What follows belongs to an exercise in optimizing a design on an open flow for small area and a short achievable clock period; a production flow would make more cautious choices.
No functional check of the RTL was part of any run shown here.
Power figures rest on the tool's default switching activity, not on a simulated workload.

### flow/config.mk
export PLATFORM = sky130hd
export DESIGN_NAME = vad_speech_segmenter
export DESIGN_NICKNAME = vad_speech_segmenter
export VERILOG_FILES = /design/flow/design.v
export SDC_FILE = /design/flow/constraint.sdc
export NUM_CORES = 4
export LEC_CHECK = 0
export ABC_CLOCK_PERIOD_IN_PS = 5000
export CAP_MARGIN = 20
export CORE_MARGIN = 2
export CORE_UTILIZATION = 40
export SETUP_SLACK_MARGIN = 3.5
export SLEW_MARGIN = 20
### flow/constraint.sdc
create_clock -name core_clock -period 9.5 [get_ports {clk_i}]
set_input_delay 1.9000 -clock core_clock [delete_from_list [all_inputs] [get_ports {clk_i}]]
set_output_delay 1.9000 -clock core_clock [all_outputs]
set_load 0.01 [all_outputs]
### flow/design.v
package vss_pkg;
  localparam int unsigned COUNT_WIDTH_DEF = 32;
  localparam int unsigned PROB_WIDTH_DEF  = 16;
  localparam int unsigned WIN_WIDTH       = 16;
  localparam int unsigned CFG_IDX_WIDTH   = 3;
  localparam logic [31:0] THRESH_RESET      = 32'd32768;
  localparam logic [31:0] GAP_RESET         = 32'd9830;
  localparam logic [WIN_WIDTH-1:0] WIN_RESET = 16'd1024;
  localparam logic [31:0] MIN_SIL_RESET     = 32'd0;
  localparam logic [31:0] SPLIT_PAUSE_RESET = 32'd1568;
  localparam logic [31:0] MIN_SPEECH_RESET  = 32'd1024;
  typedef enum logic [CFG_IDX_WIDTH-1:0] {
    CFG_THRESHOLD   = 3'd0,
    CFG_GAP         = 3'd1,
    CFG_WINDOW      = 3'd2,
    CFG_MIN_SILENCE = 3'd3,
    CFG_SPLIT_PAUSE = 3'd4,
    CFG_MIN_SPEECH  = 3'd5,
    CFG_MAX_SPEECH  = 3'd6
  } vss_cfg_idx_e;
  typedef enum logic [1:0] {
    REASON_SILENCE = 2'd0,
    REASON_SPLIT   = 2'd1,
    REASON_EOS     = 2'd2
  } vss_reason_e;
  typedef enum logic {
    KIND_PROB = 1'b0,
    KIND_EOS  = 1'b1
  } vss_kind_e;
endpackage
import vss_pkg::*;
module vss_core #(
  parameter int unsigned COUNT_WIDTH = COUNT_WIDTH_DEF,
  parameter int unsigned PROB_WIDTH  = PROB_WIDTH_DEF
) (
  input  logic                   clk_i,
  input  logic                   rst_ni,
  input  logic                   step_i,
  input  logic                   kind_i,
  input  logic [PROB_WIDTH-1:0]  prob_i,
  input  logic [COUNT_WIDTH-1:0] stream_len_i,
  input  logic [PROB_WIDTH-1:0]  thresh_i,
  input  logic [PROB_WIDTH-1:0]  gap_i,
  input  logic [WIN_WIDTH-1:0]   window_i,
  input  logic [COUNT_WIDTH-1:0] min_sil_i,
  input  logic [COUNT_WIDTH-1:0] split_pause_i,
  input  logic [COUNT_WIDTH-1:0] min_speech_i,
  input  logic [COUNT_WIDTH-1:0] max_speech_i,
  output logic                   res_valid_o,
  output logic [1:0]             res_reason_o,
  output logic [1:0]             res_end_sel_o,    
  output logic                   res_start_sel_o,  
  output logic [COUNT_WIDTH-1:0] r0_o,
  output logic [COUNT_WIDTH-1:0] r1_o,
  output logic [COUNT_WIDTH-1:0] sil_o,
  output logic [COUNT_WIDTH-1:0] pend_o,
  output logic [COUNT_WIDTH-1:0] count_o
);
  logic                   in_speech_q, sil_valid_q, pause_valid_q, resumed_q, sel_q;
  logic [COUNT_WIDTH-1:0] count_q, r0_q, r1_q, sil_q, pend_q;
  logic [COUNT_WIDTH-1:0] count_next, open_v, open_len, sil_len, run_len;
  logic                   is_speech, is_silence, split_hit, long_pause, sil_ok, speech_ok;
  logic                   silence_br;
  logic                   wr_open, wr_resume, wr_sil, wr_pend;
  assign count_next = count_q + COUNT_WIDTH'(window_i);
  assign open_v     = sel_q ? r1_q : r0_q;
  assign is_speech  = prob_i >= thresh_i;
  assign is_silence = ({1'b0, prob_i} + {1'b0, gap_i}) < {1'b0, thresh_i};
  assign open_len   = count_next - open_v;
  assign split_hit  = in_speech_q && (max_speech_i != '1) && (open_len > max_speech_i);
  assign sil_len    = count_next - sil_q;
  assign run_len    = sil_q - open_v;
  assign long_pause = sil_valid_q && (sil_len > split_pause_i);
  assign sil_ok     = sil_valid_q ? (sil_len >= min_sil_i) : (min_sil_i == '0);
  assign speech_ok  = sil_valid_q ? (run_len > min_speech_i) : (open_len > min_speech_i);
  assign silence_br = !kind_i && !is_speech && !split_hit && is_silence && in_speech_q;
  always_comb begin
    res_valid_o     = 1'b0;
    res_reason_o    = REASON_SILENCE;
    res_end_sel_o   = 2'd0;
    res_start_sel_o = sel_q;
    if (kind_i == KIND_EOS) begin
      res_valid_o  = in_speech_q;
      res_reason_o = REASON_EOS;
    end else if (split_hit && !is_speech) begin
      res_valid_o   = 1'b1;
      res_reason_o  = REASON_SPLIT;
      res_end_sel_o = pause_valid_q ? 2'd1 : 2'd2;
    end else if (silence_br) begin
      res_valid_o = sil_ok && speech_ok;
    end
  end
  assign wr_open   = step_i && !kind_i && is_speech && !in_speech_q;
  assign wr_resume = step_i && !kind_i && is_speech && sil_valid_q && pause_valid_q && !resumed_q;
  assign wr_sil    = step_i && (kind_i || (silence_br && !sil_valid_q));
  assign wr_pend   = step_i && silence_br && long_pause;
  always_ff @(posedge clk_i) begin
    if (wr_open && !sel_q || wr_resume && sel_q) r0_q <= count_q;
    if (wr_open && sel_q || wr_resume && !sel_q) r1_q <= count_q;
    if (wr_sil) sil_q <= kind_i ? stream_len_i : count_next;
    if (wr_pend) pend_q <= sil_q;
  end
  always_ff @(posedge clk_i or negedge rst_ni) begin
    if (!rst_ni) begin
      in_speech_q   <= 1'b0;
      sil_valid_q   <= 1'b0;
      pause_valid_q <= 1'b0;
      resumed_q     <= 1'b0;
      sel_q         <= 1'b0;
      count_q       <= '0;
    end else if (step_i) begin
      count_q <= kind_i ? '0 : count_next;
      if (kind_i) begin
        in_speech_q   <= 1'b0;
        sil_valid_q   <= 1'b0;
        pause_valid_q <= 1'b0;
        resumed_q     <= 1'b0;
      end else if (is_speech) begin
        in_speech_q <= 1'b1;
        sil_valid_q <= 1'b0;
        if (sil_valid_q && pause_valid_q) resumed_q <= 1'b1;
      end else if (split_hit) begin
        in_speech_q   <= pause_valid_q && resumed_q;
        if (pause_valid_q && resumed_q) sel_q <= !sel_q;
        sil_valid_q   <= 1'b0;
        pause_valid_q <= 1'b0;
        resumed_q     <= 1'b0;
      end else if (silence_br) begin
        if (res_valid_o) begin
          in_speech_q   <= 1'b0;
          sil_valid_q   <= 1'b0;
          pause_valid_q <= 1'b0;
          resumed_q     <= 1'b0;
        end else begin
          sil_valid_q <= 1'b1;
          if (long_pause) begin
            pause_valid_q <= 1'b1;
            resumed_q     <= 1'b0;
          end
        end
      end
    end
  end
  assign r0_o    = r0_q;
  assign r1_o    = r1_q;
  assign sil_o   = sil_q;
  assign pend_o  = pend_q;
  assign count_o = count_q;
endmodule
import vss_pkg::*;
module vad_speech_segmenter #(
  parameter int unsigned COUNT_WIDTH = COUNT_WIDTH_DEF,
  parameter int unsigned PROB_WIDTH  = PROB_WIDTH_DEF,
  localparam int unsigned CfgWidth   = (COUNT_WIDTH > PROB_WIDTH) ? COUNT_WIDTH : PROB_WIDTH
) (
  input  logic                     clk_i,
  input  logic                     rst_ni,
  input  logic                     cfg_we_i,
  input  logic [CFG_IDX_WIDTH-1:0] cfg_idx_i,
  input  logic [CfgWidth-1:0]      cfg_data_i,
  input  logic                     in_valid_i,
  output logic                     in_stall_o,
  input  logic                     kind_i,
  input  logic [PROB_WIDTH-1:0]    speech_prob_i,
  input  logic [COUNT_WIDTH-1:0]   stream_length_i,
  output logic                     out_valid_o,
  input  logic                     out_stall_i,
  output logic [COUNT_WIDTH-1:0]   seg_start_o,
  output logic [COUNT_WIDTH-1:0]   seg_end_o,
  output logic [1:0]               end_reason_o
);
  logic [PROB_WIDTH-1:0]  thresh_q, gap_q;
  logic [WIN_WIDTH-1:0]   window_q;
  logic [COUNT_WIDTH-1:0] min_sil_q, split_pause_q, min_speech_q, max_speech_q;
  logic                   in_valid_q;
  logic                   kind_q;
  logic [COUNT_WIDTH-1:0] payload_q;
  logic                   out_valid_q;
  logic [1:0]             reason_q, end_sel_q;
  logic                   start_sel_q;
  logic                   advance;
  logic                   res_valid;
  logic [1:0]             res_reason, res_end_sel;
  logic                   res_start_sel;
  logic [COUNT_WIDTH-1:0] r0, r1, sil, pend, count;
  assign advance    = in_valid_q && (!out_valid_q || !out_stall_i);
  assign in_stall_o = in_valid_q && out_valid_q && out_stall_i;
  always_ff @(posedge clk_i or negedge rst_ni) begin
    if (!rst_ni) begin
      thresh_q      <= PROB_WIDTH'(THRESH_RESET);
      gap_q         <= PROB_WIDTH'(GAP_RESET);
      window_q      <= WIN_RESET;
      min_sil_q     <= COUNT_WIDTH'(MIN_SIL_RESET);
      split_pause_q <= COUNT_WIDTH'(SPLIT_PAUSE_RESET);
      min_speech_q  <= COUNT_WIDTH'(MIN_SPEECH_RESET);
      max_speech_q  <= '1;
    end else if (cfg_we_i) begin
      case (cfg_idx_i)
        CFG_THRESHOLD:   thresh_q      <= cfg_data_i[PROB_WIDTH-1:0];
        CFG_GAP:         gap_q         <= cfg_data_i[PROB_WIDTH-1:0];
        CFG_WINDOW:      window_q      <= cfg_data_i[WIN_WIDTH-1:0];
        CFG_MIN_SILENCE: min_sil_q     <= cfg_data_i[COUNT_WIDTH-1:0];
        CFG_SPLIT_PAUSE: split_pause_q <= cfg_data_i[COUNT_WIDTH-1:0];
        CFG_MIN_SPEECH:  min_speech_q  <= cfg_data_i[COUNT_WIDTH-1:0];
        CFG_MAX_SPEECH:  max_speech_q  <= cfg_data_i[COUNT_WIDTH-1:0];
        default: ;
      endcase
    end
  end
  always_ff @(posedge clk_i or negedge rst_ni) begin
    if (!rst_ni) begin
      in_valid_q <= 1'b0;
    end else if (!in_stall_o) begin
      in_valid_q <= in_valid_i;
    end
  end
  always_ff @(posedge clk_i) begin
    if (!in_stall_o) begin
      kind_q    <= kind_i;
      payload_q <= kind_i ? stream_length_i
                          : {stream_length_i[COUNT_WIDTH-1:PROB_WIDTH], speech_prob_i};
    end
  end
  vss_core #(
    .COUNT_WIDTH(COUNT_WIDTH),
    .PROB_WIDTH (PROB_WIDTH)
  ) u_core (
    .clk_i          (clk_i),
    .rst_ni         (rst_ni),
    .step_i         (advance),
    .kind_i         (kind_q),
    .prob_i         (payload_q[PROB_WIDTH-1:0]),
    .stream_len_i   (payload_q),
    .thresh_i       (thresh_q),
    .gap_i          (gap_q),
    .window_i       (window_q),
    .min_sil_i      (min_sil_q),
    .split_pause_i  (split_pause_q),
    .min_speech_i   (min_speech_q),
    .max_speech_i   (max_speech_q),
    .res_valid_o    (res_valid),
    .res_reason_o   (res_reason),
    .res_end_sel_o  (res_end_sel),
    .res_start_sel_o(res_start_sel),
    .r0_o           (r0),
    .r1_o           (r1),
    .sil_o          (sil),
    .pend_o         (pend),
    .count_o        (count)
  );
  always_ff @(posedge clk_i or negedge rst_ni) begin
    if (!rst_ni) begin
      out_valid_q <= 1'b0;
    end else if (advance) begin
      out_valid_q <= res_valid;
    end else if (!out_stall_i) begin
      out_valid_q <= 1'b0;
    end
  end
  always_ff @(posedge clk_i) begin
    if (advance) begin
      reason_q    <= res_reason;
      end_sel_q   <= res_end_sel;
      start_sel_q <= res_start_sel;
    end
  end
  assign out_valid_o  = out_valid_q;
  assign seg_start_o  = start_sel_q ? r1 : r0;
  assign seg_end_o    = end_sel_q[1] ? count : (end_sel_q[0] ? pend : sil);
  assign end_reason_o = reason_q;
endmodule
### flow/run.sh
#!/bin/bash
# synth_recipe.tcl (not shown) runs the flow's synth.tcl, then flattens the netlist and writes it again
# the make line also repeats each setting of config.mk as NAME=value (left out here)
make -C /OpenROAD-flow-scripts/flow DESIGN_CONFIG=/design/flow/config.mk WORK_HOME=/design/flow/orfs CLKGATE_MAP_FILE= SYNTH_SCRIPT=/design/flow/synth_recipe.tcl finish
==> flow_metrics.py, run 1 <==
metrics = {
    "power_and_ir_drop": {
        "power.leakage_nw": 13.5,
        "irDropWorstVdd_uv": 218,
        "pwr_density_cell_nw_per_um2": 338,
    },
    "worst_setup_path": {
        "cp.arrival_ns": 7.89,
        "slowest_delay_ns": 0.38,
        "path_delay_family": "compound AO/OA/AOI/OAI gates",
        "startpoint_type": "flip-flop",
        "worstPathMaxFanout": 8,
        "end_kind": "flip-flop",
        "path_buf_inv": 4,
        "slowest_stage": "dfrtp_1",
        "critical_path_class": "reg2reg",
        "required_ns": 9.81,
    },
    "yosys": {
        "netlist.area_leader.share": 0.191,
        "synth.distinct_cells": 86,
        "synth_edf_count": 166,
        "yosysSeqAreaShare": 0.398,
        "synthArstFlopShare": 0.564,
        "synth_warnings": 2,
        "syn_avg_cell_area_sq_um": 10.3,
        "synth_cells": 2540,
        "yosysMostFrequentCell": "ha_1",
        "synthTopCellsByArea": "edfxtp_1, dfrtp_1, ha_1",
        "ys.flop_type": "dfrtp_1",
        "syn-num-nets": 2946,
        "synth_top_cell_by_area": "edfxtp_1",
        "synth_area_sq_um": 26200,
        "synthTopCellsByCount": "ha_1, inv_1, nand2_1, mux2_2, o21ai_0",
        "ys_ff_latch": 381,
    },
    "timing": {
        "rsz0062_at_grt": "yes",
        "slew-limit-headroom": 0.135,
        "fin_tns_setup_ns": 0,
        "setup_viol": 0,
        "clock_skew_ns": 0.0213,
        "hold_violations": 0,
        "fin_crit_sh": 0.798,
        "fin_crit_ns": 7.58,
        "fmax_mhz": 132,
        "tightest_slew_ns": 1.26,
        "slew_viol_final": 0,
    },
    "floorplan": {
        "die_w_um": 260,
        "core_area_sq_um": 64600,
        "die_h_um": 260,
        "start_util": 0.405,
        "die_area_sq_um": 67400,
        "io_pins": 157,
        "num_rows": 93,
    },
    "global_routing": {
        "first_global_vias": 20400,
        "overflow": 0,
        "grt_pass1_wl_um": 123000,
        "grt_antenna_before_repair": 0,
        "grt_start_max_net_pins": 137,
        "grt_usage": 0.239,
    },
    "clocking": {
        "worstSkewPairLatency_ns": 0.60,
        "cts_tree": "yes",
        "htreeDepth": 2,
        "path_clk_slew_ns": 0.06,
        "clock-sinks": 381,
        "cts_made_buffers": 46,
        "clockRootBuffer": "clkbuf_16",
        "cts.hold.buffers_added": 0,
        "clockBufferDepth": 3,
    },
    "finish": {
        "syn_to_final_growth_pct": 18.1,
        "final_util": 0.478,
        "design_area_sq_um": 30900,
        "nets": 3131,
        "drive_above_1_share": 0.159,
    },
    "route": {
        "drtAntennaViolNets": 0,
        "routed.top_layer": "met4",
        "wl_met2_um": 39200,
        "route.met3.wl_um": 3820,
        "vias": 20200,
        "wl_per_cell_um": 22.4,
        "vias_per_cell": 5.58,
        "wirelength_um": 81000,
        "wl_met1_um": 35100,
        "first_pass_iters": 5,
        "drc": 0,
        "drt_iter0_drc": 1296,
    },
    "placement": {
        "hpwl_um": 62300,
        "io_buffers": 156,
        "place_congestion": 0.948,
        "placed_area_sq_um": 28900,
    },
    "outcome": {
        "status": "timing/DRC/antenna clean",
    },
    "job": {
        "drv_cap": 0,
    },
    "min_path": {
        "hold_path_class": "reg2reg",
    },
}
-- final timing paths --
path                                          end  slack [ns]  depth (start not counted)            start
worst max-delay path            u_core.pend_q[22]        1.92                         36      window_q[0]
worst min-delay path              min_speech_q[4]        0.50                          1  min_speech_q[4]
worst max register to register  u_core.pend_q[22]        1.92                         36      window_q[0]
worst min register to register    min_speech_q[4]        0.50                          1  min_speech_q[4]
max in group asynchronous            u_core.sel_q        6.67                          2           rst_ni
min in group asynchronous       split_pause_q[29]        1.30                          1           rst_ni
-- worst register-to-register path, delay by kind of cell, from the launching register on --
| family | cells | cell delay [ns] |
|---|---|---|
| DFF | 1 | 0.38 |
| AOI/OAI and AO/OA | 17 | 3.06 |
| buffers and inverters | 4 | 0.67 |
| adders and majority gates | 4 | 1.13 |
| and+or+nand+nor | 9 | 1.71 |
| xor gates and xnor gates | 2 | 0.33 |
-- cells in the final DEF (no fill, tap or decap), drive strengths merged, types with 23 or more instances in the layout --
| master | n |
|---|---|
| a21o | 125 |
| a21oi | 139 |
| buf | 51 |
| clkbuf | 68 |
| clkdlybuf4s50 | 155 |
| dfrtp | 170 |
| dfstp | 45 |
| edfxtp | 166 |
| ha | 312 |
| inv | 230 |
| mux2 | 192 |
| mux2i | 65 |
| nand2 | 218 |
| nand3 | 31 |
| nand4 | 49 |
| nor2 | 84 |
| nor2b | 32 |
| nor3 | 27 |
| o21a | 33 |
| o21ai | 189 |
| o21bai | 23 |
| xnor2 | 102 |
| xor2 | 31 |
-- layout make-up --
class | instances | area, sq um
fillers | 6042 | 33700
multi-input cells | 1862 | 15000
flip-flops and latches | 381 | 10400
repair buffers | 206 | 2060
clock buffers | 68 | 1330
well taps | 855 | 1070
inverters | 228 | 856
clock inverters | 18 | 191
diodes | 1 | 2.50
-- metrics by stage --
stage	cells	total power, mW	worst slack, ns	hold WS [ns]
global route	3618	11.2	1.58	0.517
detailed placement	3507	8.37	1.24	0.493
floorplan	2540	6.51	2.29	0.440
CTS	3616	10.4	1.97	0.506
global placement	3505	8.27	1.32	0.487
finish	3619	10.4	1.92	0.502
-- what timing repair did --
item	4_1_cts	5_1_grt
setup buffers	21	2
setup endpoints to repair	73	73
gates cloned	2	0
pin swaps	28	25
gates resized for setup	40	9
-- report_power, final --
group,switching (mW),internal (mW)
clock,0.738,1.03
sequential,0.231,2.07
combinational,3.65,2.71
total,4.62,5.81
-- sequential cells by signal, summed over array words and instances, names as in the netlist, 2 cells and up --
name / cells
end_sel_q: 2
gap_q: 16
max_speech_q: 32
min_sil_q: 32
min_speech_q: 32
payload_q: 32
reason_q: 2
split_pause_q: 32
thresh_q: 16
u_core.count_q: 32
u_core.pend_q: 32
u_core.r0_q: 32
u_core.r1_q: 32
u_core.sil_q: 32
window_q: 16
-- layer usage --
metal,global-route usage,up-vias
met2,0.410,561
met3,0.0283,145
met1,0.311,9893
met4,0.0867,0
li1,-,9604
met5,0,-
-- cells by family after synthesis --
| family | after synthesis | share of synthesized area |
|---|---|---|
| mux | 257 | 0.108 |
| simple gates | 527 | 0.0968 |
| xor+xnor | 134 | 0.0463 |
| buf+inv | 297 | 0.0431 |
| fa+ha+maj | 317 | 0.153 |
| flops | 381 | 0.398 |
| compound gates | 627 | 0.155 |
==> run 2, diff against run 1 <==
--- a/flow/config.mk
+++ b/flow/config.mk
@@ -7,3 +7,3 @@
 export LEC_CHECK = 0
-export ABC_CLOCK_PERIOD_IN_PS = 5000
+export ABC_CLOCK_PERIOD_IN_PS = 4000
 export CAP_MARGIN = 20
@@ -11,3 +11,3 @@
 export CORE_UTILIZATION = 40
-export SETUP_SLACK_MARGIN = 3.5
+export SETUP_SLACK_MARGIN = 5
 export SLEW_MARGIN = 20
==> run 2 against run 1 <==
  * Die area unchanged
  * Non-clock buffer count grew 32
  * First-iteration DRC count increased by 11%
  * Worst setup slack improved by 0.071 ns
  * Cell count increased by 0.88%
  * Still clean
  * Design area is 1.9% higher
  * Sequential share of layout area decreased by 0.62 points
  * Largest cell class unchanged
  * Total power up 1.5%
  * Worst hold slack improved by 0.0029 ns
  * Via count up 0.49%
==> flow_metrics.py, run 2 <==
metrics = {
    "outcome": {
        "status": "timing/DRC/antenna clean",
    },
    "worst_setup_path": {
        "end_kind": "flip-flop",
        "reg2reg_to": "u_core.sil_q[15]",
        "ff2ff_setup_slack_ns": 1.99,
        "cp.arrival_ns": 7.84,
        "critical_path_class": "reg2reg",
        "r2r_start": "u_core.count_q[8]",
        "crit_top_cell": "a21o_1",
        "required_ns": 9.83,
        "path_buf_inv": 3,
        "worstPathMaxFanout": 6,
        "slowest_delay_ns": 0.66,
        "slowest_stage": "a211oi_1",
        "path_delay_family": "compound AO/OA/AOI/OAI gates",
        "r2r_cells": 31,
        "startpoint_type": "flip-flop",
    },
    "clocking": {
        "htreeDepth": 2,
        "cts.hold.buffers_added": 0,
        "path_clk_slew_ns": 0.07,
        "clock-sinks": 381,
        "worstSkewPairLatency_ns": 0.61,
        "clockRootBuffer": "clkbuf_16",
        "cts_made_buffers": 46,
        "cts_tree": "yes",
        "clockBufferDepth": 3,
    },
    "timing": {
        "slew-limit-headroom": 0.249,
        "fin_crit_ns": 7.51,
        "rsz0062_at_grt": "yes",
        "fin_tns_setup_ns": 0,
        "clock_skew_ns": 0.0247,
        "fmax_mhz": 133,
        "fin_crit_sh": 0.791,
        "tightest_slew_ns": 1.13,
        "whs_ns": 0.505,
        "hold_violations": 0,
        "slew_viol_final": 0,
        "setup_viol": 0,
    },
    "global_routing": {
        "grt_pass1_wl_um": 124000,
        "grt_use_met3": 0.0328,
        "grt-busiest-layer": "met2",
        "first_global_vias": 20400,
        "grt_usage": 0.242,
        "grt_antenna_before_repair": 1,
        "groute.layer.met2.usage": 0.410,
        "use_met1": 0.316,
        "grt_start_max_net_pins": 138,
        "overflow": 0,
    },
    "yosys": {
        "synth_cells": 2540,
        "yosysSeqAreaShare": 0.398,
        "syn_avg_cell_area_sq_um": 10.3,
        "synth_area_sq_um": 26200,
        "netlist.area_leader.share": 0.191,
        "synthTopCellsByArea": "edfxtp_1, dfrtp_1, ha_1",
        "synthTopCellsByCount": "ha_1, inv_1, nand2_1, mux2_2, o21ai_0",
        "ys.flop_type": "dfrtp_1",
        "ys_ff_latch": 381,
        "synthArstFlopShare": 0.564,
        "synth_warnings": 2,
        "synth.distinct_cells": 86,
        "yosysMostFrequentCell": "ha_1",
        "synth_edf_count": 166,
        "synth_top_cell_by_area": "edfxtp_1",
        "syn-num-nets": 2946,
    },
    "placement": {
        "io_buffers": 156,
        "placed_area_sq_um": 28900,
        "hpwl_um": 62400,
        "place_congestion": 0.959,
    },
    "min_path": {
        "hold_depth": 1,
        "whs_endpoint": "min_speech_q[14]",
        "hp-start": "min_speech_q[14]",
        "hold_path_class": "reg2reg",
    },
    "route": {
        "vias": 20300,
        "first_pass_iters": 7,
        "wirelength_um": 81600,
        "wl_per_cell_um": 22.3,
        "drc": 0,
        "drt_iter0_drc": 1438,
        "drtAntennaViolNets": 0,
        "vias_per_cell": 5.56,
    },
    "floorplan": {
        "io_pins": 157,
        "die_h_um": 260,
        "die_w_um": 260,
        "die_area_sq_um": 67400,
        "core_area_sq_um": 64600,
        "num_rows": 93,
        "start_util": 0.405,
    },
    "finish": {
        "design_area_sq_um": 31500,
        "drive_above_1_share": 0.176,
        "syn_to_final_growth_pct": 20.3,
        "mostFrequentLayoutCell": "ha_1",
        "final_util": 0.487,
        "layout_common_cells": "ha_1, inv_1, nand2_1",
        "fillers": 5885,
        "nets": 3164,
    },
    "job": {
        "drv_cap": 0,
    },
    "power_and_ir_drop": {
        "power.leakage_nw": 13.8,
        "pwr_density_cell_nw_per_um2": 337,
        "irDropWorstVdd_uv": 188,
    },
}
[run 2: cell counts after synthesis]
Identical to the previous run, type by type.
[run 2: how the worst max path moves through the flow]
stage / from / end / slack (ns) / cells after the start
global route: u_core.count_q[0] / u_core.sil_q[27] / 1.63 / 39
global placement: u_core.count_q[0] / u_core.pend_q[2] / 1.40 / 35
detailed placement: u_core.count_q[0] / u_core.pend_q[3] / 1.24 / 33
floorplan: u_core.count_q[0] / u_core.sil_q[0] / 2.29 / 35
CTS: u_core.count_q[0] / u_core.resumed_q / 2.12 / 37
finish: u_core.count_q[8] / u_core.sil_q[15] / 1.99 / 31
[run 2: kinds of logic (layout without fill, tap and decap cells)]
kind of cell	after synthesis	count (layout)	synth area share
AOI/OAI and AO/OA	627	627	0.155
and+or+nand+nor	527	528	0.0968
DFF	381	381	0.398
adders and majority gates	317	317	0.153
buffers and inverters	297	551	0.0431
muxes	257	257	0.108
xor gates and xnor gates	134	134	0.0463
other	0	1	0
[run 2: per-stage QoR]
| stage | setup slack [ns] | instances | total power [mW] |
|---|---|---|---|
| final | 1.99 | 3651 | 10.6 |
| after CTS | 2.12 | 3638 | 10.5 |
| after global routing | 1.63 | 3650 | 11.4 |
| after detailed placement | 1.24 | 3505 | 8.37 |
| after global placement | 1.40 | 3503 | 8.30 |
| after floorplan | 2.29 | 2540 | 6.51 |
[run 2: power by group]
group          switching (mW)  internal [mW]
Clock                   0.747           1.02
Sequential              0.238           2.07
Combinational            3.71           2.80
Total                    4.70           5.89
[run 2: cell type report]
type	instances	area (sq um)	share of cell area
Multi-Input combinational cell	1863	15100	0.481
Tap cell	855	1070	0.0340
Inverter	228	856	0.0272
Clock buffer	64	1300	0.0413
Clock inverter	21	219	0.00696
Antenna cell	1	2.50	0.0000795
Timing Repair Buffer	238	2470	0.0786
Sequential cell	381	10400	0.331
[run 2: worst register-to-register path, delay by kind of cell (launching register included)]
family | cells | cell delay [ns]
flops | 1 | 0.42
xor+xnor | 2 | 0.50
compound gates | 17 | 3.99
fa+ha+maj | 3 | 1.07
simple gates | 6 | 0.84
buf+inv | 3 | 0.41
[run 2: routing by layer]
layer | vias up | part of all wire
li1 | 9672 | -
met3 | 151 | 0.050
met4 | 0 | 0.037
met5 | - | 0
met2 | 573 | 0.48
met1 | 9906 | 0.43
[run 2: repair_timing]
| action | in CTS | in global routing |
|---|---|---|
| pin swaps | 64 | 15 |
| gates resized for setup | 71 | 31 |
| setup buffers | 42 | 12 |
| cloned | 6 | 0 |
| endpoints found under the setup margin | 109 | 84 |
==> run 3, diff against run 2 <==
--- a/flow/design.v
+++ b/flow/design.v
@@ -43,3 +43,4 @@
   input  logic [PROB_WIDTH-1:0]  gap_i,
-  input  logic [WIN_WIDTH-1:0]   window_i,
+  input  logic [WIN_WIDTH-1:0]   window_i,     
+  input  logic [WIN_WIDTH-1:0]   window_d_i,   
   input  logic [COUNT_WIDTH-1:0] min_sil_i,
@@ -60,2 +61,4 @@
   logic [COUNT_WIDTH-1:0] count_q, r0_q, r1_q, sil_q, pend_q;
+  logic [COUNT_WIDTH-1:0] next_q;
+  logic [COUNT_WIDTH-1:0] count_d;
   logic [COUNT_WIDTH-1:0] count_next, open_v, open_len, sil_len, run_len;
@@ -64,3 +67,4 @@
   logic                   wr_open, wr_resume, wr_sil, wr_pend;
-  assign count_next = count_q + COUNT_WIDTH'(window_i);
+  assign count_next = next_q;
+  assign count_d    = !step_i ? count_q : (kind_i ? '0 : next_q);
   assign open_v     = sel_q ? r1_q : r0_q;
@@ -94,3 +98,3 @@
   assign wr_resume = step_i && !kind_i && is_speech && sil_valid_q && pause_valid_q && !resumed_q;
-  assign wr_sil    = step_i && (kind_i || (silence_br && !sil_valid_q));
+  assign wr_sil    = step_i && (kind_i || !sil_valid_q);
   assign wr_pend   = step_i && silence_br && long_pause;
@@ -104,2 +108,11 @@
     if (!rst_ni) begin
+      count_q       <= '0;
+      next_q        <= COUNT_WIDTH'(WIN_RESET);
+    end else begin
+      count_q <= count_d;
+      next_q  <= count_d + COUNT_WIDTH'(window_d_i);
+    end
+  end
+  always_ff @(posedge clk_i or negedge rst_ni) begin
+    if (!rst_ni) begin
       in_speech_q   <= 1'b0;
@@ -109,5 +122,3 @@
       sel_q         <= 1'b0;
-      count_q       <= '0;
     end else if (step_i) begin
-      count_q <= kind_i ? '0 : count_next;
       if (kind_i) begin
@@ -181,2 +192,3 @@
   logic                   advance;
+  logic [WIN_WIDTH-1:0]   window_d;
   logic                   res_valid;
@@ -209,2 +221,3 @@
   end
+  assign window_d = (cfg_we_i && cfg_idx_i == CFG_WINDOW) ? cfg_data_i[WIN_WIDTH-1:0] : window_q;
   always_ff @(posedge clk_i or negedge rst_ni) begin
@@ -236,2 +249,3 @@
     .window_i       (window_q),
+    .window_d_i     (window_d),
     .min_sil_i      (min_sil_q),
==> run 3 against run 2 <==
  * Non-clock buffer count grew 18
  * Sequential power grew about 10%
  * Count of clock-buffer cells in the layout fell by 7
  * Die area increased by 2.1%
  * Core utilization is 1.5 points higher
  * Flip-flop and latch count increased by 32
  * First-iteration DRC count is 4.5% lower
  * Wire length up 6.6%
  * Cell count grew 1.8%
  * Synthesized area up 2.1%
  * Global-route usage increased by 0.65 points
  * Register-to-register slack gained 2.0 ns
  * Largest power group unchanged
  * Highest routed layer unchanged
==> flow_metrics.py, run 3 <==
metrics = {
    "worst_setup_path": {
        "worstPathMaxFanout": 6,
        "critPathCapture": "u_core.pend_q[9]",
        "r2r_cells": 24,
        "critPathLaunch": "u_core.sel_q",
        "startpoint_type": "flip-flop",
        "cp.arrival_ns": 5.85,
        "critical_path_class": "reg2reg",
        "reg2reg_to": "u_core.pend_q[9]",
        "required_ns": 9.81,
        "end_kind": "flip-flop",
        "r2r_start": "u_core.sel_q",
        "ff2ff_setup_slack_ns": 3.96,
    },
    "finish": {
        "layout_common_cells": "ha_1, nand2_1, inv_1",
        "nets": 3223,
        "syn_to_final_growth_pct": 24.0,
        "finalNonFillerCells": 3717,
        "drive_above_1_share": 0.217,
        "mostFrequentLayoutCell": "ha_1",
    },
    "timing": {
        "slew_viol_final": 0,
        "whs_ns": 0.494,
        "tightest_slew_ns": 1.06,
        "clock_skew_ns": 0.0182,
        "fin_crit_sh": 0.583,
        "hold_violations": 0,
        "fin_tns_setup_ns": 0,
        "setup_viol": 0,
        "fin_crit_ns": 5.54,
        "layout_setup_ws_ns": 3.96,
        "slew-limit-headroom": 0.291,
        "rsz0062_at_grt": "yes",
        "fmax_mhz": 181,
    },
    "yosys": {
        "synth_area_sq_um": 26700,
        "yosysMostFrequentCell": "ha_1",
        "synth_cells": 2562,
        "ys_ff_latch": 413,
        "synth_warnings": 2,
        "synthTopCellsByCount": "ha_1, nand2_1, inv_1, dfrtp_1, mux2_2",
        "ys.flop_type": "dfrtp_1",
        "syn-num-nets": 2973,
        "syn_avg_cell_area_sq_um": 10.4,
        "synthTopCellsByArea": "dfrtp_1, edfxtp_1, ha_1",
        "synth_edf_count": 166,
        "yosysSeqAreaShare": 0.420,
        "synthArstFlopShare": 0.598,
        "synth_top_cell_by_area": "dfrtp_1",
        "netlist.area_leader.share": 0.188,
        "synth.distinct_cells": 84,
    },
    "floorplan": {
        "num_rows": 94,
        "start_util": 0.405,
        "io_pins": 157,
        "die_area_sq_um": 68800,
        "die_w_um": 262,
        "die_h_um": 262,
        "core_area_sq_um": 66000,
    },
    "min_path": {
        "hold_path_class": "reg2reg",
        "hp-start": "u_core.count_q[10]",
        "hold_depth": 0,
    },
    "clocking": {
        "path_clk_slew_ns": 0.06,
        "cts.hold.buffers_added": 0,
        "clockRootBuffer": "clkbuf_16",
        "cts_made_buffers": 48,
        "htreeDepth": 2,
        "worstSkewPairLatency_ns": 0.60,
        "clockBufferDepth": 3,
        "cts_tree": "yes",
        "clock-sinks": 413,
    },
    "route": {
        "drtAntennaViolNets": 0,
        "drt_iter0_drc": 1374,
        "wirelength_um": 86900,
        "vias_per_cell": 5.59,
        "wl_per_cell_um": 23.4,
        "drc": 0,
        "vias": 20800,
        "first_pass_iters": 5,
    },
    "power_and_ir_drop": {
        "power_frac_seq": 0.271,
        "switching_share": 0.416,
        "p_comb_frac": 0.520,
        "p_total_mw": 9.43,
        "clockPowerShare": 0.210,
        "power.leakage_nw": 14.5,
        "switching_power_mw": 3.92,
        "intPower_mw": 5.51,
        "pwr_density_cell_nw_per_um2": 285,
        "irDropWorstVdd_uv": 142,
    },
    "global_routing": {
        "grt_start_max_net_pins": 157,
        "overflow": 0,
        "grt_pass1_wl_um": 130000,
        "grt_usage": 0.249,
        "first_global_vias": 21200,
        "grt_antenna_before_repair": 2,
    },
    "outcome": {
        "status": "timing/DRC/antenna clean",
    },
    "placement": {
        "place_inst": 3544,
        "hpwl_um": 65000,
        "io_buffers": 156,
        "pre_cts_ws_ns": 2.65,
        "place_congestion": 0.943,
    },
    "job": {
        "drv_cap": 0,
    },
}
-- run 3: through the flow --
stage	area (sq um)	util
floorplan	27200	-
global placement	29700	0.450
detailed placement	29700	0.450
CTS	32300	0.490
global route	33100	0.502
finish	33100	0.502
-- run 3: cell type report --
| class | instances | area (sq um) |
|---|---|---|
| antenna | 2 | 5.00 |
| sequential | 413 | 11200 |
| timing repair buffer | 256 | 2570 |
| clock buffer | 57 | 1300 |
| tap | 864 | 1080 |
| multi-input combinational | 1876 | 15700 |
| inverter | 217 | 816 |
| fill | 5886 | 32900 |
| clock inverter | 32 | 380 |
-- run 3: power by group through the flow --
stage                     clock network, mW  registers, mW  logic [mW]
after CTS                              2.01           2.55        4.71
after detailed placement                  0           2.58        4.45
final                                  1.98           2.55        4.90
after global routing                   2.08           2.58        5.40
after floorplan                           0           2.43        3.10
after global placement                    0           2.57        4.34
-- run 3: logic make-up after synthesis --
logic type | share of synthesized area
adders and majority gates | 0.152
DFF | 0.420
and+or+nand+nor | 0.107
buffers and inverters | 0.0389
xor gates and xnor gates | 0.0403
AOI/OAI and AO/OA | 0.137
muxes | 0.104
-- run 3: repair_timing --
item / CTS / global route
hold endpoints to repair: 0 / 0
setup buffers: 46 / 29
setup endpoints to repair: 91 / 68
resized for setup: 143 / 94
gates cloned: 5 / 2
pin swaps: 49 / 57
-- run 3: worst max-delay path: stages, from the launching register on --
cell and delay (ns):
dfrtp_4 0.55, buf_6 0.14, mux2i_4 0.29, ha_4 0.26
o211ai_1 0.25, a21oi_4 0.08, o2111ai_2 0.23, a211oi_2 0.13
nor4_4 0.43, o211ai_1 0.15, buf_4 0.16, a221oi_4 0.28
buf_6 0.16, xnor2_2 0.08, ha_1 0.31, a21o_1 0.17
a21o_1 0.16, a211oi_2 0.18, o21ai_1 0.09, o221ai_2 0.21
a21oi_4 0.09, buf_12 0.14, nor3b_4 0.32, buf_6 0.19
clkbuf_16 0.17
-- run 3: layer usage --
metal	vias to the layer above	wire length [um]	track usage
met5	-	0	0
met4	0	3970	0.109
met3	179	3920	0.0398
met2	580	42000	0.424
met1	10200	37000	0.312
li1	9807	-	-
-- run 3: worst min-delay path by stage --
stage,end,slack [ns]
after floorplan,start_sel_q,0.44
after global placement,u_core.r0_q[10],0.48
after detailed placement,u_core.r1_q[10],0.48
after CTS,u_core.r0_q[10],0.49
after global routing,u_core.r0_q[10],0.51
final,u_core.r0_q[10],0.49
==> run 4, diff against run 3 <==
--- a/flow/design.v
+++ b/flow/design.v
@@ -31,2 +31,41 @@
 import vss_pkg::*;
+module vss_cmp #(
+  parameter int unsigned N = 32
+) (
+  input  logic [N-1:0] a_i,
+  input  logic [N-1:0] b_i,
+  output logic         gt_o,
+  output logic         lt_o
+);
+  if (N == 1) begin : g_leaf
+    assign gt_o = a_i[0] & ~b_i[0];
+    assign lt_o = ~a_i[0] & b_i[0];
+  end else begin : g_node
+    localparam int unsigned L = N / 2;
+    logic gt_h, lt_h, gt_l, lt_l;
+    vss_cmp #(.N(N - L)) u_h (.a_i(a_i[N-1:L]), .b_i(b_i[N-1:L]), .gt_o(gt_h), .lt_o(lt_h));
+    vss_cmp #(.N(L))     u_l (.a_i(a_i[L-1:0]), .b_i(b_i[L-1:0]), .gt_o(gt_l), .lt_o(lt_l));
+    assign gt_o = gt_h | (~lt_h & gt_l);
+    assign lt_o = lt_h | (~gt_h & lt_l);
+  end
+endmodule
+module vss_diff_cmp #(
+  parameter int unsigned N = 32
+) (
+  input  logic [N-1:0] x_i,
+  input  logic [N-1:0] y_i,
+  input  logic [N-1:0] k_i,
+  input  logic         borrow_i,   
+  output logic         gt_o,       
+  output logic         ge_o        
+);
+  logic [N-1:0] s, c, t;
+  logic         t_gt, t_lt;
+  assign s = x_i ^ ~y_i ^ ~k_i;
+  assign c = (x_i & ~y_i) | (x_i & ~k_i) | (~y_i & ~k_i);
+  assign t = {c[N-2:0], 1'b1};
+  vss_cmp #(.N(N)) u_cmp (.a_i(s), .b_i(~t), .gt_o(t_gt), .lt_o(t_lt));
+  assign gt_o = (c[N-1] & t_gt) | (c[N-1] & borrow_i) | (t_gt & borrow_i);
+  assign ge_o = (c[N-1] & ~t_lt) | (c[N-1] & borrow_i) | (~t_lt & borrow_i);
+endmodule
 module vss_core #(
@@ -43,3 +82,2 @@
   input  logic [PROB_WIDTH-1:0]  gap_i,
-  input  logic [WIN_WIDTH-1:0]   window_i,     
   input  logic [WIN_WIDTH-1:0]   window_d_i,   
@@ -53,4 +91,4 @@
   output logic                   res_start_sel_o,  
-  output logic [COUNT_WIDTH-1:0] r0_o,
-  output logic [COUNT_WIDTH-1:0] r1_o,
+  output logic [COUNT_WIDTH-1:0] open_o,
+  output logic [COUNT_WIDTH-1:0] resume_o,
   output logic [COUNT_WIDTH-1:0] sil_o,
@@ -59,23 +97,45 @@
 );
-  logic                   in_speech_q, sil_valid_q, pause_valid_q, resumed_q, sel_q;
-  logic [COUNT_WIDTH-1:0] count_q, r0_q, r1_q, sil_q, pend_q;
-  logic [COUNT_WIDTH-1:0] next_q;
-  logic [COUNT_WIDTH-1:0] count_d;
-  logic [COUNT_WIDTH-1:0] count_next, open_v, open_len, sil_len, run_len;
-  logic                   is_speech, is_silence, split_hit, long_pause, sil_ok, speech_ok;
-  logic                   silence_br;
-  logic                   wr_open, wr_resume, wr_sil, wr_pend;
-  assign count_next = next_q;
-  assign count_d    = !step_i ? count_q : (kind_i ? '0 : next_q);
-  assign open_v     = sel_q ? r1_q : r0_q;
-  assign is_speech  = prob_i >= thresh_i;
-  assign is_silence = ({1'b0, prob_i} + {1'b0, gap_i}) < {1'b0, thresh_i};
-  assign open_len   = count_next - open_v;
-  assign split_hit  = in_speech_q && (max_speech_i != '1) && (open_len > max_speech_i);
-  assign sil_len    = count_next - sil_q;
-  assign run_len    = sil_q - open_v;
-  assign long_pause = sil_valid_q && (sil_len > split_pause_i);
-  assign sil_ok     = sil_valid_q ? (sil_len >= min_sil_i) : (min_sil_i == '0);
-  assign speech_ok  = sil_valid_q ? (run_len > min_speech_i) : (open_len > min_speech_i);
-  assign silence_br = !kind_i && !is_speech && !split_hit && is_silence && in_speech_q;
+  logic                   in_speech_q, sil_valid_q, pause_valid_q, resumed_q;
+  logic [COUNT_WIDTH-1:0] count_q, next_q, open_q, resume_q, sil_q, pend_q;
+  logic [COUNT_WIDTH-1:0] count_d, sil_s;
+  logic is_speech, is_silence, split_hit, long_pause, sil_ok, speech_ok;
+  logic spk_gt, spk_lt, sil_gt, sil_lt;
+  logic b_open, b_sil, b_run;
+  logic max_gt, max_ge, sp_gt, sp_ge, msil_gt, msil_ge, msp_gt, msp_ge;
+  logic [PROB_WIDTH-1:0] ps, pc;
+  logic silence_br, swap;
+  logic wr_open, wr_resume, wr_sil, wr_pend;
+  vss_cmp #(.N(PROB_WIDTH)) u_spk (.a_i(prob_i), .b_i(thresh_i), .gt_o(spk_gt), .lt_o(spk_lt));
+  assign is_speech = !spk_lt;
+  assign ps = thresh_i ^ ~prob_i ^ ~gap_i;
+  assign pc = (thresh_i & ~prob_i) | (thresh_i & ~gap_i) | (~prob_i & ~gap_i);
+  vss_cmp #(.N(PROB_WIDTH)) u_sil (
+    .a_i(ps), .b_i(~{pc[PROB_WIDTH-2:0], 1'b1}), .gt_o(sil_gt), .lt_o(sil_lt)
+  );
+  assign is_silence = pc[PROB_WIDTH-1] & sil_gt;
+  assign sil_s = sil_valid_q ? sil_q : next_q;
+  logic unused_b;
+  vss_cmp #(.N(COUNT_WIDTH)) u_b_open (.a_i(next_q), .b_i(open_q), .gt_o(unused_b), .lt_o(b_open));
+  logic unused_c;
+  vss_cmp #(.N(COUNT_WIDTH)) u_b_sil (.a_i(next_q), .b_i(sil_q), .gt_o(unused_c), .lt_o(b_sil));
+  logic unused_d;
+  vss_cmp #(.N(COUNT_WIDTH)) u_b_run (.a_i(sil_s), .b_i(open_q), .gt_o(unused_d), .lt_o(b_run));
+  vss_diff_cmp #(.N(COUNT_WIDTH)) u_max (
+    .x_i(next_q), .y_i(open_q), .k_i(max_speech_i), .borrow_i(b_open), .gt_o(max_gt), .ge_o(max_ge)
+  );
+  vss_diff_cmp #(.N(COUNT_WIDTH)) u_sp (
+    .x_i(next_q), .y_i(sil_q), .k_i(split_pause_i), .borrow_i(b_sil), .gt_o(sp_gt), .ge_o(sp_ge)
+  );
+  vss_diff_cmp #(.N(COUNT_WIDTH)) u_msil (
+    .x_i(next_q), .y_i(sil_q), .k_i(min_sil_i), .borrow_i(b_sil), .gt_o(msil_gt), .ge_o(msil_ge)
+  );
+  vss_diff_cmp #(.N(COUNT_WIDTH)) u_msp (
+    .x_i(sil_s), .y_i(open_q), .k_i(min_speech_i), .borrow_i(b_run), .gt_o(msp_gt), .ge_o(msp_ge)
+  );
+  assign split_hit  = in_speech_q && (max_speech_i != '1) && max_gt;
+  assign long_pause = sil_valid_q && sp_gt;
+  assign sil_ok     = sil_valid_q ? msil_ge : (min_sil_i == '0);
+  assign speech_ok  = msp_gt;
+  assign silence_br = !kind_i && !split_hit && is_silence && in_speech_q;
+  assign swap       = !kind_i && !is_speech && split_hit && pause_valid_q && resumed_q;
   always_comb begin
@@ -84,3 +144,3 @@
     res_end_sel_o   = 2'd0;
-    res_start_sel_o = sel_q;
+    res_start_sel_o = 1'b0;
     if (kind_i == KIND_EOS) begin
@@ -89,5 +149,6 @@
     end else if (split_hit && !is_speech) begin
-      res_valid_o   = 1'b1;
-      res_reason_o  = REASON_SPLIT;
-      res_end_sel_o = pause_valid_q ? 2'd1 : 2'd2;
+      res_valid_o     = 1'b1;
+      res_reason_o    = REASON_SPLIT;
+      res_end_sel_o   = pause_valid_q ? 2'd1 : 2'd2;
+      res_start_sel_o = pause_valid_q && resumed_q;
     end else if (silence_br) begin
@@ -101,11 +162,12 @@
   always_ff @(posedge clk_i) begin
-    if (wr_open && !sel_q || wr_resume && sel_q) r0_q <= count_q;
-    if (wr_open && sel_q || wr_resume && !sel_q) r1_q <= count_q;
-    if (wr_sil) sil_q <= kind_i ? stream_len_i : count_next;
+    if (wr_open || step_i && swap)   open_q   <= (pause_valid_q && resumed_q) ? resume_q : count_q;
+    if (wr_resume || step_i && swap) resume_q <= (pause_valid_q && resumed_q) ? open_q : count_q;
+    if (wr_sil)  sil_q  <= kind_i ? stream_len_i : next_q;
     if (wr_pend) pend_q <= sil_q;
   end
+  assign count_d = !step_i ? count_q : (kind_i ? '0 : next_q);
   always_ff @(posedge clk_i or negedge rst_ni) begin
     if (!rst_ni) begin
-      count_q       <= '0;
-      next_q        <= COUNT_WIDTH'(WIN_RESET);
+      count_q <= '0;
+      next_q  <= COUNT_WIDTH'(WIN_RESET);
     end else begin
@@ -121,3 +183,2 @@
       resumed_q     <= 1'b0;
-      sel_q         <= 1'b0;
     end else if (step_i) begin
@@ -134,3 +195,2 @@
         in_speech_q   <= pause_valid_q && resumed_q;
-        if (pause_valid_q && resumed_q) sel_q <= !sel_q;
         sil_valid_q   <= 1'b0;
@@ -154,7 +214,7 @@
   end
-  assign r0_o    = r0_q;
-  assign r1_o    = r1_q;
-  assign sil_o   = sil_q;
-  assign pend_o  = pend_q;
-  assign count_o = count_q;
+  assign open_o   = open_q;
+  assign resume_o = resume_q;
+  assign sil_o    = sil_q;
+  assign pend_o   = pend_q;
+  assign count_o  = count_q;
 endmodule
@@ -196,3 +256,3 @@
   logic                   res_start_sel;
-  logic [COUNT_WIDTH-1:0] r0, r1, sil, pend, count;
+  logic [COUNT_WIDTH-1:0] open_v, resume_v, sil, pend, count;
   assign advance    = in_valid_q && (!out_valid_q || !out_stall_i);
@@ -248,3 +308,2 @@
     .gap_i          (gap_q),
-    .window_i       (window_q),
     .window_d_i     (window_d),
@@ -258,4 +317,4 @@
     .res_start_sel_o(res_start_sel),
-    .r0_o           (r0),
-    .r1_o           (r1),
+    .open_o         (open_v),
+    .resume_o       (resume_v),
     .sil_o          (sil),
@@ -281,3 +340,3 @@
   assign out_valid_o  = out_valid_q;
-  assign seg_start_o  = start_sel_q ? r1 : r0;
+  assign seg_start_o  = start_sel_q ? resume_v : open_v;
   assign seg_end_o    = end_sel_q[1] ? count : (end_sel_q[0] ? pend : sil);
--- a/flow/config.mk
+++ b/flow/config.mk
@@ -7,3 +7,2 @@
 export LEC_CHECK = 0
-export ABC_CLOCK_PERIOD_IN_PS = 4000
 export CAP_MARGIN = 20
==> run 4 against run 3 <==
  * Cell count grew 7.2%
  * Sequential power grew 3%
  * Wire length is 2.7% higher
  * Core utilization fell by 2.1 points
  * Global-route usage fell by 0.64 points
  * Combinational power decreased by 23%
  * Critical path depth unchanged
  * Largest power group unchanged
  * Highest routed layer is now met5
==> flow_metrics.py, run 4 <==
metrics = {
    "worst_setup_path": {
        "end_kind": "flip-flop",
        "required_ns": 10.03,
        "r2r_cells": 13,
        "startpoint_type": "input port",
        "cp.arrival_ns": 5.27,
        "critical_path_class": "in2reg",
        "worstPathMaxFanout": 4,
    },
    "yosys": {
        "yosys.area_share.simple": 0.106,
        "syn_avg_cell_area_sq_um": 10.1,
        "synth_cells": 2788,
        "synth.distinct_cells": 83,
        "synth_fa_ha_area_frac": 0.219,
        "synth_warnings": 2,
        "synth_compound_area_frac": 0.139,
        "synth_top_cell_by_area": "dfrtp_1",
        "ys.flop_type": "dfrtp_1",
        "synth.mux.area_fraction": 0.0708,
        "netlist.area_leader.share": 0.178,
        "yosysMostFrequentCell": "nand2_1",
        "synthTopCellsByArea": "dfrtp_1, edfxtp_1, ha_1",
        "yosysSeqAreaShare": 0.397,
        "synthArstFlopShare": 0.597,
        "synth_edf_count": 166,
        "synth_area_sq_um": 28200,
        "synthTopCellsByCount": "nand2_1, inv_1, o21ai_0, ha_1, dfrtp_1",
        "yosys.area_share.xor_xnor": 0.00870,
        "synth_top_family_by_area": "adder cells",
        "ys_ff_latch": 412,
        "syn-num-nets": 3258,
    },
    "clocking": {
        "worstSkewPairLatency_ns": 0.60,
        "clockRootBuffer": "clkbuf_16",
        "cts.hold.buffers_added": 0,
        "cts_made_buffers": 47,
        "cts_tree": "yes",
        "clockBufferDepth": 3,
        "path_clk_slew_ns": 0.06,
        "clock-sinks": 412,
        "htreeDepth": 2,
    },
    "global_routing": {
        "grt_start_max_net_pins": 109,
        "grt_usage": 0.242,
        "first_global_vias": 22200,
        "overflow": 0,
        "grt_antenna_before_repair": 1,
        "grt_pass1_wl_um": 135000,
    },
    "timing": {
        "rsz0062_at_grt": "yes",
        "layout_setup_ws_ns": 4.76,
        "clock_skew_ns": 0.0283,
        "fin_crit_ns": 4.74,
        "hold_violations": 0,
        "fin_tns_setup_ns": 0,
        "setup_viol": 0,
        "slew_viol_final": 0,
        "slew-limit-headroom": 0.298,
        "fin_crit_sh": 0.499,
        "tightest_slew_ns": 1.04,
        "fmax_mhz": 211,
    },
    "route": {
        "drc": 0,
        "first_pass_iters": 5,
        "wl_per_cell_um": 22.4,
        "vias": 21700,
        "drtAntennaViolNets": 0,
        "vias_per_cell": 5.45,
        "wirelength_um": 89200,
        "drt_iter0_drc": 1485,
    },
    "outcome": {
        "status": "timing/DRC/antenna clean",
    },
    "power_and_ir_drop": {
        "irDropWorstVdd_uv": 152,
        "power.leakage_nw": 14.6,
        "p_total_mw": 8.22,
        "pwr_density_cell_nw_per_um2": 245,
    },
    "floorplan": {
        "die_area_sq_um": 72600,
        "num_rows": 97,
        "die_h_um": 269,
        "start_util": 0.403,
        "io_pins": 157,
        "die_w_um": 269,
        "core_area_sq_um": 69900,
    },
    "placement": {
        "pre_cts_ws_ns": 3.01,
        "place_inst": 3835,
        "io_buffers": 156,
        "hpwl_um": 67400,
        "place_congestion": 0.941,
    },
    "finish": {
        "mostFrequentLayoutCell": "nand2_1",
        "final_util": 0.481,
        "diodes": 0,
        "finalNonFillerCells": 3985,
        "multi_input_area_sq_um": 15900,
        "fillers": 6559,
        "drive_above_1_share": 0.159,
        "syn_to_final_growth_pct": 19.2,
        "nets": 3476,
        "layout_common_cells": "nand2_1, inv_1, o21ai_0",
        "seqCellArea_sq_um": 11200,
    },
    "job": {
        "drv_cap": 0,
    },
    "min_path": {
        "hold_depth": 1,
        "hold_path_class": "reg2reg",
    },
}
[run 4: changes by cell type after synthesis, sizes merged, moves of 39 or more]
cell | previous run | this run
ha | 317 | 237
mux2 | 186 | 147
xnor2 | 89 | 24
nand4 | 54 | 15
a21o | 103 | 11
nand2 | 256 | 424
inv | 216 | 369
o21ai | 183 | 255
fa | 5 | 144
[run 4: cells by family after synthesis]
group / count (synthesis)
buffers and inverters: 446
adders and majority gates: 414
DFF: 412
and+or+nand+nor: 682
muxes: 181
xor gates and xnor gates: 28
AOI/OAI and AO/OA: 625
[run 4: path summary, 6_finish.rpt]
check / slack (ns) / end / from
worst max register to register: 5.09 / u_core.pend_q[8] / u_core.next_q[12]
worst min register to register: 0.50 / window_q[14] / window_q[14]
min in group asynchronous: 1.36 / min_speech_q[25] / rst_ni
worst max-delay path: 4.76 / u_core.next_q[6] / cfg_idx_i[0]
max in group asynchronous: 6.49 / u_core.sil_valid_q / rst_ni
worst min-delay path: 0.50 / window_q[14] / window_q[14]
[run 4: timing repair]
action                                  in CTS  in global routing
resized for setup                          101                 64
pin swaps                                   28                 40
buffers inserted                            39                 20
cloned                                       2                  1
endpoints found under the setup margin     171                117
[run 4: critical path, cell delays in order]
cell	delay, ns
buf_8	0.10
nand2b_4	0.14
nor3b_4	0.26
buf_12	0.15
mux2_4	0.31
ha_4	0.17
fa_2	0.37
a21o_1	0.21
a21oi_2	0.19
o21bai_1	0.10
a21oi_2	0.16
buf_4	0.13
buf_4	0.09
buf_4	0.09
buf_4	0.09
buf_4	0.09
buf_4	0.09
buf_4	0.09
buf_4	0.09
buf_4	0.09
buf_4	0.11
buf_6	0.09
buf_6	0.08
xnor2_2	0.09
[run 4: power breakdown]
part | switching (mW) | internal, mW | leakage [nW]
clock network | 0.774 | 1.05 | 0.752
logic | 2.15 | 1.62 | 9.27
registers | 0.402 | 2.22 | 4.61
[run 4: area by class of cell]
class | instances | area share
clock buffer | 67 | 0.0403
tap | 940 | 0.0350
multi-input combinational | 1931 | 0.473
timing repair buffer | 245 | 0.0721
inverter | 369 | 0.0413
clock inverter | 21 | 0.00525
sequential | 412 | 0.333
[run 4: stage by stage]
stage | hold WS (ns) | area [sq um]
after global placement | 0.488 | 31000
after global routing | 0.515 | 33600
after floorplan | 0.477 | 28400
final | 0.502 | 33600
after CTS | 0.506 | 33200
after detailed placement | 0.493 | 31000
[run 4: routing by layer]
| layer | track usage | share of wire | up-vias |
|---|---|---|---|
| li1 | - | - | 9913 |
| met1 | 0.305 | 0.41 | 10900 |
| met2 | 0.427 | 0.50 | 699 |
| met3 | 0.0266 | 0.045 | 183 |
| met4 | 0.0921 | 0.042 | 2 |
| met5 | 0 | 0.00012 | - |
==> run 5, diff against run 4 <==
--- a/flow/config.mk
+++ b/flow/config.mk
@@ -10,3 +10,3 @@
 export CORE_UTILIZATION = 40
-export SETUP_SLACK_MARGIN = 5
+export SETUP_SLACK_MARGIN = 4
 export SLEW_MARGIN = 20
==> run 5 against run 4 <==
  * Via count is 2.7% lower
  * Worst setup slack lost 0.57 ns
  * Synthesized cell count unchanged
  * Global-route usage fell by 0.62 points
==> flow_metrics.py, run 5 <==
metrics = {
    "floorplan": {
        "start_util": 0.403,
        "die_h_um": 269,
        "num_rows": 97,
        "core_area_sq_um": 69900,
        "io_pins": 157,
        "die_area_sq_um": 72600,
        "die_w_um": 269,
    },
    "yosys": {
        "synthArstFlopShare": 0.597,
        "synth_cells": 2788,
        "synthTopCellsByCount": "nand2_1, inv_1, o21ai_0, ha_1, dfrtp_1",
        "syn-num-nets": 3258,
        "ys.flop_type": "dfrtp_1",
        "netlist.area_leader.share": 0.178,
        "yosysSeqAreaShare": 0.397,
        "synth_top_cell_by_area": "dfrtp_1",
        "synth.distinct_cells": 83,
        "synth_warnings": 2,
        "synth_area_sq_um": 28200,
        "synthTopCellsByArea": "dfrtp_1, edfxtp_1, ha_1",
        "synth_edf_count": 166,
        "syn_avg_cell_area_sq_um": 10.1,
        "ys_ff_latch": 412,
        "yosysMostFrequentCell": "nand2_1",
    },
    "timing": {
        "hold_violations": 0,
        "rsz0062_at_grt": "no",
        "fin_crit_sh": 0.559,
        "fmax_mhz": 188,
        "whs_ns": 0.503,
        "setup_viol": 0,
        "clock_skew_ns": 0.0366,
        "tightest_slew_ns": 1.08,
        "slew-limit-headroom": 0.269,
        "slew_viol_final": 0,
        "fin_crit_ns": 5.31,
        "fin_tns_setup_ns": 0,
        "layout_setup_ws_ns": 4.19,
    },
    "route": {
        "wl_per_cell_um": 21.8,
        "vias_per_cell": 5.36,
        "first_pass_iters": 6,
        "vias": 21100,
        "drtAntennaViolNets": 0,
        "drt_iter0_drc": 1593,
        "wirelength_um": 85600,
        "drc": 0,
    },
    "worst_setup_path": {
        "path_delay_family": "buffers and inverters",
        "slowest_delay_ns": 0.55,
        "crit_top_cell": "clkdlybuf4s50_1",
        "critical_path_class": "in2out",
        "cp.arrival_ns": 3.41,
        "ff2ff_setup_slack_ns": 4.38,
        "required_ns": 7.60,
        "slowest_stage": "clkdlybuf4s50_1",
        "worstPathMaxFanout": 35,
        "startpoint_type": "input port",
        "r2r_start": "max_speech_q[2]",
        "end_kind": "output pin",
        "reg2reg_to": "u_core.resume_q[26]",
        "path_buf_inv": 4,
        "cp_cell_sequence": "clkdlybuf4s50_1, nand3_2, buf_6, inv_1, clkdlybuf4s50_1",
        "r2r_cells": 14,
    },
    "min_path": {
        "hp-start": "window_q[14]",
        "hold_path_class": "reg2reg",
        "hold_depth": 1,
        "whs_endpoint": "window_q[14]",
    },
    "power_and_ir_drop": {
        "p_comb_frac": 0.433,
        "switching_power_mw": 3.19,
        "clockPowerShare": 0.239,
        "switching_share": 0.401,
        "pwr_density_cell_nw_per_um2": 243,
        "intPower_mw": 4.77,
        "irDropWorstVdd_uv": 156,
        "power.leakage_nw": 14.3,
        "power_frac_seq": 0.328,
    },
    "finish": {
        "design_area_sq_um": 32700,
        "seqCellArea_sq_um": 11200,
        "fillers": 6616,
        "multi_input_area_sq_um": 15400,
        "layout_common_cells": "nand2_1, inv_1, o21ai_0",
        "nets": 3425,
        "final_util": 0.468,
        "drive_above_1_share": 0.122,
        "mostFrequentLayoutCell": "nand2_1",
        "syn_to_final_growth_pct": 16.1,
    },
    "placement": {
        "hpwl_um": 66200,
        "pre_cts_ws_ns": 2.85,
        "place_congestion": 0.898,
        "placed_area_sq_um": 30900,
        "io_buffers": 156,
    },
    "clocking": {
        "worstSkewPairLatency_ns": 0.62,
        "cts_tree": "yes",
        "cts_made_buffers": 49,
        "clockRootBuffer": "clkbuf_16",
        "path_clk_slew_ns": 0.06,
        "clock-sinks": 412,
        "htreeDepth": 2,
        "clockBufferDepth": 3,
    },
    "global_routing": {
        "grt_usage": 0.236,
        "grt_antenna_before_repair": 1,
        "first_global_vias": 21900,
        "overflow": 0,
        "grt_start_max_net_pins": 81,
        "grt_pass1_wl_um": 132000,
    },
    "job": {
        "drv_cap": 0,
    },
    "outcome": {
        "status": "timing/DRC/antenna clean",
    },
}
## run 5: cell counts after synthesis
Identical to the previous run, type by type.
## run 5: kinds of logic (layout without fill, tap and decap cells)
family | after synthesis | in the layout | share of synthesized area
buffers and inverters | 446 | 654 | 0.0600
adder cells (fa/ha/maj) | 414 | 414 | 0.219
multiplexers | 181 | 181 | 0.0708
AND/OR/NAND/NOR | 682 | 682 | 0.106
AO/OA/AOI/OAI | 625 | 625 | 0.139
flip-flops | 412 | 412 | 0.397
XOR/XNOR | 28 | 28 | 0.00870
other | 0 | 1 | 0
## run 5: cell type report
class / instances / share of cell area
Tap cell: 940 / 0.0359
Timing Repair Buffer: 193 / 0.0590
Antenna cell: 1 / 0.0000764
Clock inverter: 21 / 0.00730
Multi-Input combinational cell: 1930 / 0.471
Inverter: 369 / 0.0424
Sequential cell: 412 / 0.342
Clock buffer: 71 / 0.0418
## run 5: what timing repair did
action | 4_1_cts | 5_1_grt
buffers inserted | 4 | 5
hold buffers | 0 | 0
pin swaps | 3 | 4
endpoints found under the setup margin | 34 | 24
gates cloned | 1 | 0
resized for setup | 11 | 12
## run 5: layer usage
layer  share of wire  vias to the layer above  GRT usage
met5               0                        -          0
met4           0.032                        0     0.0731
met3           0.046                      127     0.0277
met2            0.49                      595      0.411
met1            0.43                    10600      0.308
li1                -                     9832          -
## run 5: worst max path at each step
stage	startpoint	end	slack [ns]	cells after the start
after CTS	cfg_idx_i[0]	u_core.next_q[31]	4.01	18
final	out_stall_i	in_stall_o	4.19	5
after global placement	cfg_idx_i[0]	u_core.next_q[26]	2.87	18
after detailed placement	cfg_idx_i[0]	u_core.next_q[30]	2.85	18
after global routing	out_stall_i	u_core.next_q[26]	4.00	15
after floorplan	out_stall_i	u_core.next_q[31]	4.00	21
## run 5: power by group through the flow
stage	clock network [mW]	registers, mW	logic (mW)
finish	1.91	2.61	3.45
global route	2.02	2.65	3.85
CTS	1.95	2.61	3.42
detailed placement	0	2.64	3.37
global placement	0	2.63	3.27
floorplan	0	2.46	2.36
## run 5: through the flow
| stage | power (mW) | std cells |
|---|---|---|
| 2_1_floorplan | 4.82 | 2788 |
| 3_3_place_gp | 5.89 | 3833 |
| 3_5_place_dp | 6.01 | 3834 |
| 4_1_cts | 7.97 | 3931 |
| 5_1_grt | 8.51 | 3936 |
| 6_report | 7.96 | 3937 |
==> run 6, diff against run 5 <==
--- a/flow/design.v
+++ b/flow/design.v
@@ -168,2 +168,9 @@
   assign count_d = !step_i ? count_q : (kind_i ? '0 : next_q);
+  logic [WIN_WIDTH:0]             next_lo;
+  logic [COUNT_WIDTH-WIN_WIDTH-1:0] count_hi_inc;
+  logic [COUNT_WIDTH-1:0]         next_d;
+  assign next_lo      = {1'b0, count_d[WIN_WIDTH-1:0]} + {1'b0, window_d_i};
+  assign count_hi_inc = count_d[COUNT_WIDTH-1:WIN_WIDTH] + 1'b1;
+  assign next_d       = {next_lo[WIN_WIDTH] ? count_hi_inc : count_d[COUNT_WIDTH-1:WIN_WIDTH],
+                         next_lo[WIN_WIDTH-1:0]};
   always_ff @(posedge clk_i or negedge rst_ni) begin
@@ -174,3 +181,3 @@
       count_q <= count_d;
-      next_q  <= count_d + COUNT_WIDTH'(window_d_i);
+      next_q  <= next_d;
     end
--- a/flow/config.mk
+++ b/flow/config.mk
@@ -10,3 +10,3 @@
 export CORE_UTILIZATION = 40
-export SETUP_SLACK_MARGIN = 4
+export SETUP_SLACK_MARGIN = 5
 export SLEW_MARGIN = 20
==> run 6 against run 5 <==
  * Total power increased by 7.5%
  * Core utilization rose by 0.92 points
  * Non-clock buffer count increased by 22
  * Worst setup slack better by 0.70 ns
  * Register-to-register slack improved by 0.73 ns
  * Critical endpoint is now u_core.next_q[31]
==> flow_metrics.py, run 6 <==
metrics = {
    "yosys": {
        "syn_avg_cell_area_sq_um": 10.0,
        "yosysMostFrequentCell": "nand2_1",
        "synth.distinct_cells": 84,
        "synthTopCellsByArea": "dfrtp_1, edfxtp_1, ha_1",
        "ys_ff_latch": 412,
        "synth_warnings": 2,
        "synthArstFlopShare": 0.597,
        "ys.flop_type": "dfrtp_1",
        "synth_area_sq_um": 28500,
        "synth_top_cell_by_area": "dfrtp_1",
        "synth_edf_count": 166,
    },
    "route": {
        "drc": 0,
        "drtAntennaViolNets": 0,
        "drt_iter0_drc": 1681,
        "vias_per_cell": 5.48,
    },
    "clocking": {
        "cts_made_buffers": 48,
        "path_clk_slew_ns": 0.06,
        "htreeDepth": 2,
        "clockRootBuffer": "clkbuf_16",
        "cts.hold.buffers_added": 0,
    },
    "worst_setup_path": {
        "ff2ff_setup_slack_ns": 5.11,
        "critical_path_class": "in2reg",
        "required_ns": 9.96,
        "end_kind": "flip-flop",
    },
    "timing": {
        "clock_skew_ns": 0.0252,
        "layout_setup_ws_ns": 4.89,
        "hold_violations": 0,
        "fmax_mhz": 217,
    },
    "power_and_ir_drop": {
        "irDropWorstVdd_uv": 148,
        "p_comb_frac": 0.472,
        "pwr_density_cell_nw_per_um2": 255,
        "intPower_mw": 4.97,
        "p_total_mw": 8.56,
        "power_frac_seq": 0.313,
        "clockPowerShare": 0.215,
    },
    "finish": {
        "final_util": 0.478,
        "syn_to_final_growth_pct": 17.8,
        "drive_above_1_share": 0.135,
        "nets": 3511,
    },
    "placement": {
        "pre_cts_ws_ns": 3.10,
    },
    "floorplan": {
        "io_pins": 157,
        "core_area_sq_um": 70300,
        "start_util": 0.405,
    },
    "outcome": {
        "status": "timing/DRC/antenna clean",
    },
    "min_path": {
        "hold_path_class": "reg2reg",
    },
    "global_routing": {
        "grt_usage": 0.245,
        "grt_antenna_before_repair": 2,
        "grt_start_max_net_pins": 147,
        "overflow": 0,
    },
}
==> run 6: changes by cell type in the layout (fill, tap and decap cells not counted), sizes merged, moves of 5 or more <==
cell and delta:
nor2 +8, inv +18, clkinv -5, nand4 +5, maj3 -17, and3 -6, a211oi +13, o211a +7
o21ai +20, o211ai +13, buf +25
==> run 6: worst paths after layout <==
kind,to,from,depth (start not counted)
worst max-delay path,u_core.next_q[31],cfg_idx_i[0],17
worst min-delay path,window_q[12],window_q[12],1
worst max register to register,u_core.pause_valid_q,u_core.sil_q[17],13
worst min register to register,window_q[12],window_q[12],1
max in group asynchronous,min_speech_q[1],rst_ni,2
min in group asynchronous,min_speech_q[17],rst_ni,1
==> run 6: logic make-up (layout without fill, tap and decap cells) <==
logic type | after synthesis | count (layout) | share of synthesized area
multiplexers | 179 | 179 | 0.0693
buffers and inverters | 468 | 694 | 0.0620
flip-flops | 412 | 412 | 0.393
adder cells (fa/ha/maj) | 398 | 398 | 0.212
AO/OA/AOI/OAI | 682 | 683 | 0.152
AND/OR/NAND/NOR | 683 | 686 | 0.104
XOR/XNOR | 28 | 28 | 0.00861
==> run 6: routing by layer <==
metal  routed length [um]  up-vias  GRT usage
met4                 2960        2     0.0795
li1                     -    10100          -
met5                    7        -          0
met2                44400      713      0.422
met1                38400    11000      0.319
met3                 4920      142     0.0305
==> run 6: metrics by stage <==
stage,hold WS [ns],cells
final,0.504,4020
after global routing,0.517,4020
after CTS,0.506,4004
after detailed placement,0.493,3887
after global placement,0.490,3886
after floorplan,0.477,2850
==> run 6: power by group through the flow <==
stage	clock, mW	sequential, mW	combinational [mW]
3_3_place_gp	0	2.69	3.70
4_1_cts	1.88	2.66	3.94
6_report	1.84	2.68	4.04
3_5_place_dp	0	2.70	3.82
5_1_grt	1.94	2.72	4.43
2_1_floorplan	0	2.50	2.64
==> run 6: critical path, stage by stage <==
cell      delay [ns]
buf_8           0.10
nand2b_4        0.14
nor3b_4         0.18
buf_6           0.14
buf_12          0.12
mux2_4          0.31
ha_4            0.27
a21o_1          0.14
a21oi_4         0.07
o21ai_1         0.11
or3b_4          0.41
nand4_1         0.14
a41o_4          0.28
nand4_1         0.16
nor3_2          0.27
nand4_1         0.14
xnor2_1         0.17
==> run 6: final cells by class <==
type,count,area (sq um)
clock buffers,74,1420
clock inverters,16,130
fillers,6434,36700
inverters,388,1460
multi-input cells,1974,16000
flip-flops and latches,412,11200
well taps,940,1180
repair buffers,215,2190
repair inverters,1,7.51
==> run 6: timing repair <==
item                                    CTS  global route
endpoints found under the setup margin  171           117
pin swaps                                22            21
gates resized for setup                  61            42
setup buffers                            22            14
gates cloned                              5             2

Check on run 6: ideal ports give 4.895 ns setup slack; a clkbuf_16 on the clock port and buf_2 on the inputs give 4.919 ns; moving port delays by the midpoint clock arrival (0.653 ns) as well gives 4.267 ns.
